Background: an optimization exercise with open tools, aiming at small area. Do not read the settings as production practice. The RTL was checked by simulation tests, not by an equivalence proof against the original design. Power figures rest on the tool's default switching activity, not on a simulated workload.

$ cat flow/design.v
module register_file #(
  parameter int unsigned DATA_WIDTH = 64,
  parameter int unsigned ADDR_WIDTH = 5,
  parameter int unsigned ZERO_REG   = 31
) (
  input  logic                  Clk,
  input  logic                  Reset,
  input  logic [ADDR_WIDTH-1:0] RA,
  input  logic [ADDR_WIDTH-1:0] RB,
  input  logic [ADDR_WIDTH-1:0] RW,
  input  logic                  RegWr,
  input  logic [DATA_WIDTH-1:0] BusW,
  output logic [DATA_WIDTH-1:0] BusA,
  output logic [DATA_WIDTH-1:0] BusB
);
  localparam int unsigned Depth = 2 ** ADDR_WIDTH;
  localparam logic [ADDR_WIDTH-1:0] ZeroAddr = ADDR_WIDTH'(ZERO_REG);
  logic [DATA_WIDTH-1:0] regs_q [Depth];
  logic                  wr_en;
  assign wr_en = RegWr && (RW != ZeroAddr);
  always_ff @(posedge Clk or posedge Reset) begin
    if (Reset) begin
      for (int i = 0; i < int'(Depth); i++) begin
        regs_q[i] <= '0;
      end
    end else if (wr_en) begin
      regs_q[RW] <= BusW;
    end
  end
  always_comb begin
    BusA = regs_q[RA];
    BusB = regs_q[RB];
    if (RA == ZeroAddr) BusA = '0;
    if (RB == ZeroAddr) BusB = '0;
  end
endmodule
$ cat flow/config.mk
export PLATFORM = sky130hd
export DESIGN_NAME = register_file
export DESIGN_NICKNAME = register_file
export VERILOG_FILES = /design/flow/design.v
export SDC_FILE = /design/flow/constraint.sdc
export NUM_CORES = 4
export LEC_CHECK = 0
export CAP_MARGIN = 20
export CORE_MARGIN = 2
export CORE_UTILIZATION = 25
export SLEW_MARGIN = 20
$ cat flow/run.sh
#!/bin/bash
# synth_recipe.tcl (not shown) runs the flow's synth.tcl, then flattens the netlist and writes it again
# the make line also repeats each setting of config.mk as NAME=value (left out here)
make -C /OpenROAD-flow-scripts/flow DESIGN_CONFIG=/design/flow/config.mk WORK_HOME=/design/flow/orfs CLKGATE_MAP_FILE= SYNTH_SCRIPT=/design/flow/synth_recipe.tcl finish
$ cat flow/constraint.sdc
create_clock -name core_clock -period 8.0 [get_ports {Clk}]
set_input_delay 1.6000 -clock core_clock [delete_from_list [all_inputs] [get_ports {Clk}]]
set_output_delay 1.6000 -clock core_clock [all_outputs]
set_load 0.01 [all_outputs]
==> results of run 1 <==
metrics by stage:
stage | instances | hold WS (ns)
final | 13600 | 0.520
after global routing | 13500 | 0.526
after CTS | 13500 | 0.520
after detailed placement | 13200 | 0.506
after global placement | 13200 | 0.500
after floorplan | 8256 | 0.480
worst min path at each step:
stage	cells past startpoint	slack [ns]	start	end
floorplan	1	0.48	regs_q[15][23]	regs_q[15][23]
global placement	1	0.50	regs_q[0][57]	regs_q[0][57]
detailed placement	1	0.51	regs_q[15][40]	regs_q[15][40]
CTS	1	0.52	regs_q[15][40]	regs_q[15][40]
global route	1	0.53	regs_q[0][59]	regs_q[0][59]
finish	1	0.52	regs_q[0][57]	regs_q[0][57]
area by class of cell:
class | instances | area (um^2)
Clock inverter | 75 | 943
Antenna cell | 56 | 140
Inverter | 10 | 41.3
Timing Repair Buffer | 551 | 6200
Multi-Input combinational cell | 5414 | 45100
Fill cell | 39700 | 275000
Clock buffer | 295 | 6150
Sequential cell | 1984 | 49600
Tap cell | 5197 | 6500
power by group through the flow:
| stage | clock (W) | sequential (W) | combinational [W] |
|---|---|---|---|
| after CTS | 0.0103 | 0.0138 | 0.00419 |
| after detailed placement | 0 | 0.0140 | 0.00418 |
| after global placement | 0 | 0.0139 | 0.00408 |
| final | 0.0104 | 0.0140 | 0.00426 |
| after global routing | 0.0107 | 0.0141 | 0.00448 |
| after floorplan | 0 | 0.0133 | 0.00270 |
routing by layer:
layer | share of wire | up-vias
met5 | 0.00064 | -
met4 | 0.097 | 58
met3 | 0.16 | 3002
met2 | 0.40 | 9462
met1 | 0.35 | 44400
li1 | - | 31500
cell usage in the layout (no fill, tap or decap), types with 29 or more instances in the layout:
| cell | netlist | final |
|---|---|---|
| nor2_1 | 170 | 137 |
| nand4_1 | 244 | 244 |
| diode_2 | 0 | 56 |
| a22oi_1 | 1615 | 1615 |
| a21oi_1 | 238 | 238 |
| nand2_1 | 360 | 347 |
| nor2_4 | 2 | 58 |
| nor4_1 | 40 | 40 |
| clkbuf_16 | 0 | 211 |
| clkdlybuf4s50_1 | 0 | 184 |
| mux2_2 | 1893 | 1893 |
| dfrtp_1 | 1984 | 1984 |
| clkbuf_1 | 467 | 29 |
| nor3_1 | 127 | 125 |
| clkbuf_8 | 0 | 55 |
| nand3_1 | 120 | 119 |
| buf_4 | 13 | 217 |
| mux2_1 | 91 | 91 |
| clkinv_2 | 0 | 39 |
| a222oi_1 | 75 | 75 |
| buf_12 | 0 | 130 |
| o21ai_0 | 160 | 159 |
cells by family after synthesis:
family,synth area share
AOI/OAI and AO/OA,0.163
and+or+nand+nor,0.0600
buffers and inverters,0.0387
DFF,0.507
muxes,0.231
==> flow_summary.yaml, run 1 <==
status:
  status: "complete, no violations"
clock_tree:
  cts_tree: "done"
  postCtsSetupRepairBufs: 0
  cts.hold.buffers_added: 0
  clk_path_buf_depth: 4
  cts_root_buf: "clkbuf_16"
  clk_latency_ns: 0.96
  cts.clk_slew.worst_paths_ns: 0.06
  cts_buffers: 209
  cts_resized: 0
  cts_sinks: 1984
  ctsHtreeMaxLevel: 4
power:
  seqPwrFrac: 0.488
  irDropWorstVdd_uv: 188
  pwr-share-clk: 0.363
  p_leak_nw: 48.2
  powerDensity_nw_per_um2: 249
  netSwitchingFraction: 0.299
  p_total_w: 0.0286
  p_comb_frac: 0.149
  switchingPower_w: 0.00855
  p_int_w: 0.0201
critical_path:
  cp_data_required_time_ns: 6.40
  crit_path_max_incr_delay_ns: 1.02
  ff2ff_path_depth: 1
  start_kind: "primary input"
  timing.rr.end: "regs_q[14][35]"
  ff2ff_setup_slack_ns: 6.95
  worstPathArrival_ns: 6.23
  worst-path-buf-inv: 3
  crit_type: "primary input to output pin"
  path_delay_family: "simple AND/OR/NAND/NOR gates"
  path_cells: "buf_2 -> or3b_1 -> nor2_4 -> buf_4 -> nand2_1 -> o211ai_1 -> nor4_1 -> a21oi_1 -> clkdlybuf4s50_1"
  endpoint_kind: "output pin"
  cp_max_fo: 26
  critPathLaunch: "RB[3]"
  slowest_stage: "nor2_4"
  worst-path-stages: 9
  timing.rr.start: "regs_q[14][35]"
  worstSetupEndpoint: "BusB[4]"
timing:
  final.setup.tns_ns: 0
  setup_violations: 0
  hold_viol: 0
  drv_slew: 0
  min_period_ns: 7.83
  fin_crit_sh: 0.979
  tightest_slew_ns: 1.27
  fin_skew_ns: 0
  rsz0062_at_grt: "false"
  layout_setup_ws_ns: 0.167
  relSlewSlack: 0.148
  fmax_ghz: 0.128
routing:
  drc_errors: 0
  first_pass_iters: 10
  first_iter_violations: 18900
  viasPerCell: 6.51
  num_vias: 88500
  detail_route.wirelength_um: 530000
  wl_per_cell_um: 39.0
  antenna_left: 0
layout:
  postLayoutCoreUtil: 0.295
  largest_register: "regs_q"
  syn_to_final_growth_pct: 17.2
  fin_nets: 8252
  largest_reg_flops: 1984
  drive_above_1_share: 0.325
  reg.largest.list: "regs_q (1984)"
  stdcell_area_um2: 115000
worst_hold_path:
  hold_class: "register to register"
flow_run:
  maxCapViolCount: 0
global_routing:
  grt_pass1_wl_um: 715000
  grt_max_degree: 148
  antenna_found_initial: 82
  track_usage: 0.256
  grt_pass1_vias: 83000
  grt.overflow.total: 0
  use_met1: 0.310
  globalRouteMet3Util: 0.113
  top_usage_layer: "met2"
  use_met2: 0.351
synth:
  async_reset_ff_frac: 1.00
  synth_largest_area_cell: "dfrtp_1"
  yosys.area.top_type_share: 0.507
  synth_warnings: 2
  synth_most_common_cell: "dfrtp_1"
  yosys.cell_types.count: 66
  syn_nets: 8338
  ys_ff_latch: 1984
  syn_area_um2: 97900
  synth_seq_area_share: 0.507
  dominantRegCellSynth: "dfrtp_1"
  synth_common_cells: "dfrtp_1, mux2_2, a22oi_1, clkbuf_1, nand2_1"
  synth_edf_count: 0
  syn_avg_cell_area_um2: 11.9
  ys_top_cells_by_area: "dfrtp_1, mux2_2, a22oi_1"
  synthCells: 8256
place:
  gp_congestion: 0.959
  numPortBuffers: 209
  dp_slack_ns: 0.675
  place_hpwl_um: 290000
  place_area_um2: 108000
die:
  dieArea_um2: 397000
  core_area_um2: 389000
  io_pins: 210
  num_rows: 229
  die_h_um: 630
  initial_core_util: 0.251
  die_w_um: 630
==> run 2: changes to the inputs <==
==> flow/design.v (replaced) <==
module rf_ao22 (
  input  logic a1, a2, b1, b2,
  output logic y
);
  assign y = (a1 & a2) | (b1 & b2);
endmodule
module rf_aoi222 (
  input  logic a1, a2, b1, b2, c1, c2,
  output logic y
);
  assign y = ~((a1 & a2) | (b1 & b2) | (c1 & c2));
endmodule
module rf_nand2 (
  input  logic a, b,
  output logic y
);
  assign y = ~(a & b);
endmodule
module rf_nand11 (
  input  logic [10:0] a,
  output logic        y
);
  assign y = ~&a;
endmodule
module rf_rdbit (
  input  logic [30:0] sel,
  input  logic [30:0] d,
  output logic        y
);
  logic [10:0] t;
  for (genvar k = 0; k < 10; k++) begin : g_aoi
    rf_aoi222 u_aoi (
      .a1(sel[3*k]),   .a2(d[3*k]),
      .b1(sel[3*k+1]), .b2(d[3*k+1]),
      .c1(sel[3*k+2]), .c2(d[3*k+2]),
      .y (t[k])
    );
  end
  rf_nand2 u_last (.a(sel[30]), .b(d[30]), .y(t[10]));
  rf_nand11 u_or (.a(t), .y(y));
endmodule
module register_file #(
  parameter int unsigned DATA_WIDTH = 64,
  parameter int unsigned ADDR_WIDTH = 5,
  parameter int unsigned ZERO_REG   = 31
) (
  input  logic                  Clk,
  input  logic                  Reset,
  input  logic [ADDR_WIDTH-1:0] RA,
  input  logic [ADDR_WIDTH-1:0] RB,
  input  logic [ADDR_WIDTH-1:0] RW,
  input  logic                  RegWr,
  input  logic [DATA_WIDTH-1:0] BusW,
  output logic [DATA_WIDTH-1:0] BusA,
  output logic [DATA_WIDTH-1:0] BusB
);
  localparam int unsigned NRegs = 31;   
  logic [NRegs-1:0]                 valid_q;
  logic [NRegs-1:0][DATA_WIDTH-1:0] regs_q;
  logic [NRegs-1:0][DATA_WIDTH-1:0] regs_d;
  logic [NRegs-1:0]                 we, we_n;
  logic [NRegs-1:0]                 sel_a, sel_b;
  for (genvar i = 0; i < NRegs; i++) begin : g_dec
    assign we[i]    = RegWr && (RW == ADDR_WIDTH'(i));
    assign we_n[i]  = ~we[i];
    assign sel_a[i] = valid_q[i] && (RA == ADDR_WIDTH'(i));
    assign sel_b[i] = valid_q[i] && (RB == ADDR_WIDTH'(i));
  end
  always_ff @(posedge Clk or posedge Reset) begin
    if (Reset) valid_q <= '0;
    else       valid_q <= valid_q | we;
  end
  for (genvar i = 0; i < NRegs; i++) begin : g_reg
    for (genvar b = 0; b < DATA_WIDTH; b++) begin : g_bit
      rf_ao22 u_hold (
        .a1(we[i]),   .a2(BusW[b]),
        .b1(we_n[i]), .b2(regs_q[i][b]),
        .y (regs_d[i][b])
      );
    end
  end
  always_ff @(posedge Clk) begin
    regs_q <= regs_d;
  end
  for (genvar b = 0; b < DATA_WIDTH; b++) begin : g_rd
    logic [NRegs-1:0] col;
    for (genvar i = 0; i < NRegs; i++) begin : g_col
      assign col[i] = regs_q[i][b];
    end
    rf_rdbit u_a (.sel(sel_a), .d(col), .y(BusA[b]));
    rf_rdbit u_b (.sel(sel_b), .d(col), .y(BusB[b]));
  end
endmodule
==> flow/flow/run.sh (new file) <==
#!/bin/bash
set -o pipefail
export BUFFER_PORTS_ARGS="-buffer_cell sky130_fd_sc_hd__buf_1"
export PLACE_PINS_ARGS="-exclude right:*"
export CTS_ARGS="-sink_clustering_enable -repair_clock_nets -dont_use_dummy_load -sink_clustering_size 20 -sink_clustering_max_diameter 60 -buf_list {sky130_fd_sc_hd__clkbuf_16}"
bash standard.sh > standard.log 2>&1
==> flow/standard.sh (new file) <==
#!/bin/bash
# synth_recipe.tcl (not shown) runs the flow's synth.tcl, then flattens the netlist and writes it again
# the make line also repeats each setting of config.mk as NAME=value (left out here)
make -C /OpenROAD-flow-scripts/flow DESIGN_CONFIG=/design/flow/config.mk WORK_HOME=/design/flow/orfs CLKGATE_MAP_FILE= SYNTH_SCRIPT=/design/flow/synth_recipe.tcl "${@:-finish}"
--- a/flow/config.mk
+++ b/flow/config.mk
@@ -7,5 +7,8 @@
 export LEC_CHECK = 0
 export CAP_MARGIN = 20
 export CORE_MARGIN = 2
-export CORE_UTILIZATION = 25
+export CORE_UTILIZATION = 35
+export PLACE_DENSITY = 0.42
 export SLEW_MARGIN = 20
+export SYNTH_HIERARCHICAL = 1
+export SYNTH_MINIMUM_KEEP_SIZE = 0
removed: flow/run.sh
==> run 2 against run 1 <==
Against the previous run: still clean on timing, DRC and antenna; wire length shrank 13%; non-clock buffer count shrank 48; critical path depth shrank 1; first-iteration DRC count shrank 4.2%; synthesized cell count shrank 26%; register-to-register slack gained 0.32 ns; sequential share of layout area grew 2.8 points; cell area shrank 23%; sequential power is essentially flat; maximum frequency grew 17%.
==> flow_summary.yaml, run 2 <==
status:
  status: "complete, no violations"
timing:
  min_period_ns: 6.68
  tightest_slew_ns: 1.35
  final.setup.tns_ns: 0
  hold_viol: 0
  relSlewSlack: 0.0971
  fin_skew_ns: 0
  holdWs_ns: 0.492
  rsz0062_at_grt: "false"
  setup_violations: 0
  fmax_ghz: 0.150
  fin_crit_sh: 0.835
  drv_slew: 0
synth:
  synth_top_family_by_area: "compound AO/OA/AOI/OAI gates"
  synthCells: 6144
  ys_ff_latch: 2015
  synthMuxAreaShare: 0
  synth-simple-area-share: 0.0601
  yosys.cell_types.count: 31
  synth_seq_area_share: 0.536
  dominantRegCellSynth: "dfxtp_1"
  ys_top_cells_by_area: "dfxtp_1, a22o_1, a222oi_1"
  synth_edf_count: 0
  synth_compound_area_frac: 0.403
  synthAdderAreaFrac: 0
  async_reset_ff_frac: 0.0154
  synth_largest_area_cell: "dfxtp_1"
  synth_xor_area_frac: 0
  synth_warnings: 7
  syn_nets: 6226
  yosys.area.top_type_share: 0.526
  syn_area_um2: 75600
  syn_avg_cell_area_um2: 12.3
  synth_common_cells: "a22o_1, dfxtp_1, a222oi_1, nand4_1, nand2_1"
power:
  seqPwrFrac: 0.559
  p_leak_nw: 35.1
  irDropWorstVdd_uv: 198
  switchingPower_w: 0.00694
  pwr-share-clk: 0.318
  netSwitchingFraction: 0.284
  p_int_w: 0.0175
  p_comb_frac: 0.123
  powerDensity_nw_per_um2: 278
critical_path:
  cp_data_required_time_ns: 6.40
  endpoint_kind: "output pin"
  worstSetupEndpoint: "BusA[55]"
  worst-path-buf-inv: 3
  path_common_cell: "buf_1"
  path_cells: "buf_1 -> nor2b_1 -> and3_4 -> buf_4 -> a222oi_1 -> nand4_1 -> or3_1 -> buf_1"
  ff2ff_setup_slack_ns: 7.27
  worstPathArrival_ns: 5.08
  crit_path_max_incr_delay_ns: 0.90
  path_delay_family: "simple AND/OR/NAND/NOR gates"
  crit_type: "primary input to output pin"
  critPathLaunch: "RA[0]"
  ff2ff_path_depth: 1
  timing.rr.start: "valid_q[21]"
  cp_max_fo: 39
  start_kind: "primary input"
  slowest_stage: "and3_4"
  worst-path-stages: 8
  timing.rr.end: "valid_q[21]"
global_routing:
  antenna_found_initial: 35
  grt_max_degree: 55
  track_usage: 0.399
  grt.overflow.total: 0
  grt_pass1_wl_um: 618000
  grt_pass1_vias: 73300
clock_tree:
  cts.hold.buffers_added: 0
  cts_sinks: 2015
  cts_tree: "done"
  clk_path_buf_depth: 3
  clk_latency_ns: 0.81
  cts.clk_slew.worst_paths_ns: 0.04
  cts_resized: 0
  ctsHtreeMaxLevel: 4
  postCtsSetupRepairBufs: 0
  cts_root_buf: "clkbuf_16"
  cts_buffers: 178
layout:
  largest_reg_flops: 1984
  reg.largest.list: "regs_q (1984), valid_q (31)"
  fin_nets: 6888
  final_cell_mix: "a22o_1, dfxtp_1, a222oi_1"
  syn_to_final_growth_pct: 16.3
  drive_above_1_share: 0.0895
  fill_cells: 20100
  largest_register: "regs_q"
  stdcell_area_um2: 87800
place:
  place_area_um2: 83300
  gp_congestion: 0.866
  place_hpwl_um: 261000
  numPortBuffers: 209
routing:
  first_iter_violations: 18100
  wl_per_cell_um: 47.7
  num_vias: 77400
  first_pass_iters: 13
  viasPerCell: 8.02
  detail_route.wirelength_um: 461000
  antenna_left: 0
  drc_errors: 0
die:
  dieArea_um2: 220000
  io_pins: 210
  die_w_um: 469
  die_h_um: 469
  core_area_um2: 215000
  initial_core_util: 0.352
  num_rows: 170
flow_run:
  maxCapViolCount: 0
worst_hold_path:
  hold_class: "register to register"
-- run 2: power by group through the flow --
stage          Sequential [W]  Combinational (W)  Clock [W]
2_1_floorplan          0.0133            0.00196          0
3_3_place_gp           0.0138            0.00287          0
3_5_place_dp           0.0137            0.00295          0
4_1_cts                0.0136            0.00295    0.00784
5_1_grt                0.0139            0.00318    0.00818
6_report               0.0137            0.00300    0.00778
-- run 2: kinds of logic (layout without fill, tap and decap cells) --
logic type      count (synthesis)  after routing
buf+inv                        22            682
compound gates               3295           3295
flops                        2015           2015
simple gates                  812            812
other cells                     0              9
-- run 2: per-module statistics from Yosys (local to each module, per instance), excerpt --
module | cells | copies in the design | flip-flops and latches
rf_nand2 | 1 | 128 | 0
register_file | 2240 | 1 | 2015
rf_ao22 | 1 | 1984 | 0
rf_nand11 | 4 | 128 | 0
rf_aoi222 | 1 | 1280 | 0
-- run 2: worst min-delay path by stage --
stage / startpoint / cells past startpoint / slack, ns / to
4_1_cts: valid_q[11] / 1 / 0.49 / valid_q[11]
3_5_place_dp: regs_q[1933] / 1 / 0.48 / regs_q[1933]
6_report: valid_q[11] / 1 / 0.49 / valid_q[11]
5_1_grt: regs_q[1034] / 1 / 0.50 / regs_q[1034]
2_1_floorplan: valid_q[0] / 1 / 0.43 / valid_q[0]
3_3_place_gp: valid_q[11] / 1 / 0.47 / valid_q[11]
-- run 2: routing by layer --
layer  wire length, um  vias to the layer above  track usage
li1                  -                    30000            -
met1            177000                    39000        0.520
met2            194000                     6834        0.586
met3             58400                     1580        0.110
met4             30800                       10        0.236
met5                71                        -            0
-- run 2: final cells by class --
cell class / count / area, um^2 / area share
Antenna cell: 9 / 22.5 / 0.000256
Multi-Input combinational cell: 4107 / 35700 / 0.407
Tap cell: 2838 / 3550 / 0.0404
Sequential cell: 2015 / 40500 / 0.461
Clock buffer: 178 / 4450 / 0.0507
Inverter: 1 / 3.75 / 0.0000427
Timing Repair Buffer: 503 / 3580 / 0.0408
-- run 2: through the flow --
| stage | cells | total power [W] | utilization | setup WS, ns |
|---|---|---|---|---|
| after global routing | 9645 | 0.0252 | 0.409 | 1.40 |
| after detailed placement | 9462 | 0.0167 | 0.388 | 1.45 |
| final | 9651 | 0.0245 | 0.409 | 1.32 |
| after floorplan | 6144 | 0.0153 | - | 2.76 |
| after global placement | 9461 | 0.0166 | 0.388 | 1.50 |
| after CTS | 9640 | 0.0244 | 0.409 | 1.45 |
==> run 3: changes to the inputs <==
==> flow/flow/run.sh (replaced) <==
#!/bin/bash
set -o pipefail
export BUFFER_PORTS_ARGS="-buffer_cell sky130_fd_sc_hd__buf_1"
export PLACE_PINS_ARGS="-exclude right:*"
export CTS_ARGS="-sink_clustering_enable -repair_clock_nets -dont_use_dummy_load -sink_clustering_size 16 -sink_clustering_max_diameter 80 -buf_list {sky130_fd_sc_hd__clkbuf_16 sky130_fd_sc_hd__clkbuf_8} -root_buf sky130_fd_sc_hd__clkbuf_16 -tree_buf sky130_fd_sc_hd__clkbuf_16 -sink_clustering_buffer sky130_fd_sc_hd__clkbuf_8"
bash standard.sh > standard.log 2>&1
--- a/flow/config.mk
+++ b/flow/config.mk
@@ -5,10 +5,10 @@
 export SDC_FILE = /design/flow/constraint.sdc
 export NUM_CORES = 4
 export LEC_CHECK = 0
-export CAP_MARGIN = 20
+export CAP_MARGIN = 10
 export CORE_MARGIN = 2
 export CORE_UTILIZATION = 35
 export PLACE_DENSITY = 0.42
-export SLEW_MARGIN = 20
+export SLEW_MARGIN = 10
 export SYNTH_HIERARCHICAL = 1
 export SYNTH_MINIMUM_KEEP_SIZE = 0
==> run 3 against run 2 <==
Against the previous run: still clean; synthesized cell count stayed put; count of clock-buffer cells in the layout is 29 lower; non-clock buffer count is 3 lower; hold slack better by 0.0058 ns; area after synthesis stayed put; via count is 0.24% higher; combinational power hardly changed; clock skew stayed put; die area stayed put; critical path depth stayed put; core utilization is 1.1 points lower; maximum frequency is 1.2% lower; largest power group unchanged.
==> flow_summary.yaml, run 3 <==
layout:
  final_cell_mix: "a22o_1, dfxtp_1, a222oi_1"
  multiInputGateArea_um2: 35700
  final_cells: 9624
  drive_above_1_share: 0.0852
  stdcell_area_um2: 85600
  ff_latch_area_um2: 40500
  fill_cells: 20300
  largest_reg_flops: 1984
  syn_to_final_growth_pct: 13.3
  reg.largest.list: "regs_q (1984), valid_q (31)"
  fin_nets: 6856
  largest_register: "regs_q"
synth:
  ys_top_cells_by_area: "dfxtp_1, a22o_1, a222oi_1"
  synth_warnings: 7
  synth_largest_area_cell: "dfxtp_1"
  synth_edf_count: 0
  yosys.cell_types.count: 31
  synthCells: 6144
  syn_area_um2: 75600
  syn_nets: 6226
  synth_seq_area_share: 0.536
  async_reset_ff_frac: 0.0154
  synth_common_cells: "a22o_1, dfxtp_1, a222oi_1, nand4_1, nand2_1"
  syn_avg_cell_area_um2: 12.3
  dominantRegCellSynth: "dfxtp_1"
  yosys.area.top_type_share: 0.526
  ys_ff_latch: 2015
routing:
  detail_route.wirelength_um: 461000
  wl_per_cell_um: 47.9
  first_pass_iters: 13
  antenna_left: 0
  drc_errors: 0
  first_iter_violations: 18900
  num_vias: 77600
  viasPerCell: 8.06
global_routing:
  grt_pass1_wl_um: 618000
  grt_max_degree: 55
  antenna_found_initial: 36
  grt.overflow.total: 0
  track_usage: 0.399
  grt_pass1_vias: 72700
die:
  num_rows: 170
  core_area_um2: 215000
  die_h_um: 469
  io_pins: 210
  initial_core_util: 0.352
  die_w_um: 469
  dieArea_um2: 220000
worst_hold_path:
  hold_depth: 1
  hold_class: "register to register"
timing:
  tightest_slew_ns: 1.36
  fin_crit_sh: 0.845
  fmax_ghz: 0.148
  drv_slew: 0
  hold_viol: 0
  final.setup.tns_ns: 0
  min_period_ns: 6.76
  setup_violations: 0
  fin_skew_ns: 0
  rsz0062_at_grt: "false"
  holdWs_ns: 0.497
  relSlewSlack: 0.0943
  layout_setup_ws_ns: 1.24
place:
  place_area_um2: 83300
  place_hpwl_um: 261000
  numPortBuffers: 209
  placedCellCount: 9461
  dp_slack_ns: 1.45
  gp_congestion: 0.866
power:
  p_leak_nw: 34.0
  switchingPower_w: 0.00663
  p_comb_frac: 0.136
  irDropWorstVdd_uv: 202
  powerDensity_nw_per_um2: 258
  seqPwrFrac: 0.618
  pwr-share-clk: 0.246
  p_int_w: 0.0155
  netSwitchingFraction: 0.300
clock_tree:
  postCtsSetupRepairBufs: 0
  cts_resized: 0
  clk_latency_ns: 0.78
  cts.hold.buffers_added: 0
  cts.clk_slew.worst_paths_ns: 0.09
  cts_buffers: 149
  cts_sinks: 2015
  ctsHtreeMaxLevel: 4
  clk_path_buf_depth: 3
  cts_root_buf: "clkbuf_16"
  cts_tree: "done"
critical_path:
  worstPathArrival_ns: 5.16
  ff2ff_path_depth: 1
  cp_max_fo: 39
  start_kind: "primary input"
  cp_data_required_time_ns: 6.40
  crit_type: "primary input to output pin"
  endpoint_kind: "output pin"
flow_run:
  maxCapViolCount: 0
status:
  status: "complete, no violations"
==> run 3: layer usage <==
metal,up-vias,wire (um),track usage
li1,29800,-,-
met1,39600,180000,0.526
met2,6782,198000,0.597
met3,1395,57200,0.104
met4,10,26600,0.206
met5,-,57,0
==> run 3: power by group through the flow <==
stage / clock, W / combinational, W / sequential, W
after global routing: 0.00585 / 0.00318 / 0.0139
after CTS: 0.00551 / 0.00295 / 0.0136
final: 0.00545 / 0.00300 / 0.0137
after detailed placement: 0 / 0.00295 / 0.0137
after global placement: 0 / 0.00287 / 0.0138
after floorplan: 0 / 0.00196 / 0.0133
==> run 3: cells by family after synthesis <==
| kind of cell | Yosys count | synth area share |
|---|---|---|
| buffers and inverters | 22 | 0.00137 |
| AO/OA/AOI/OAI | 3295 | 0.403 |
| flip-flops | 2015 | 0.536 |
| AND/OR/NAND/NOR | 812 | 0.0601 |
==> run 3: area by class of cell <==
class | count | share of cell area
diodes | 14 | 0.000409
clock buffers | 149 | 0.0262
inverters | 1 | 0.0000439
multi-input cells | 4107 | 0.418
flip-flops and latches | 2015 | 0.473
well taps | 2838 | 0.0415
repair buffers | 500 | 0.0412
==> run 3: worst max-delay path, cell delays in order <==
cell      delay, ns
buf_1          0.13
nor2b_1        0.72
and3_4         0.94
buf_4          0.72
a222oi_1       0.33
nand4_1        0.28
or3_1          0.17
buf_1          0.16
==> run 3: final timing paths <==
check | startpoint | endpoint | slack, ns
worst max-delay path | RA[0] | BusA[55] | 1.24
min in group asynchronous | Reset | valid_q[13] | 0.86
max in group asynchronous | Reset | valid_q[15] | 6.82
worst min register to register | valid_q[7] | valid_q[7] | 0.50
worst min-delay path | valid_q[7] | valid_q[7] | 0.50
worst max register to register | valid_q[21] | valid_q[21] | 7.27
==> run 3: per-module statistics from Yosys, one instance, submodules excluded, a selection <==
module	flip-flops and latches	times used	cells inside	area, um^2
rf_nand11	0	128	4	23.8
rf_ao22	0	1984	1	8.76
register_file	2015	1	2240	41900
rf_aoi222	0	1280	1	10.0
rf_nand2	0	128	1	3.75
==> run 3: through the flow <==
step / utilization / total power [W]
finish: 0.399 / 0.0221
global route: 0.399 / 0.0229
detailed placement: 0.388 / 0.0167
global placement: 0.388 / 0.0166
CTS: 0.399 / 0.0220
floorplan: - / 0.0153

-- re-timing with driven ports --
No port has a modelled driver above. Below, the same layouts with a new extraction and two added sets of constraints.
Step 1 (the two cells are an assumption about what drives the block):
set clk [get_ports {Clk}]
set_driving_cell -lib_cell sky130_fd_sc_hd__clkbuf_16 $clk
set_driving_cell -lib_cell sky130_fd_sc_hd__buf_2 [delete_from_list [all_inputs] $clk]
Step 2 moves the port delays by t, midway between the first and last clock arrival at a register: inputs arrive t later, outputs are due t later. That takes back most of the time a late clock gives input paths.
a / b / c = ideal / step 1 / step 2; a / b = the first two.
run | t, ns | setup slack, ns | worst setup path after step 2
run 1 | 1.029 | 0.167 / -0.006 / -0.006 | input to output
run 2 | 0.926 | 1.321 / 1.298 / 1.298 | input to output
run 3 | 0.889 | 1.239 / 1.214 / 1.214 | input to output
With both steps, setup timing fails in run 1, where it was met with ideal ports. For run 1, which loses most, drivers alone change the setup slack by -0.173 ns; drivers and shift together by -0.173 ns.
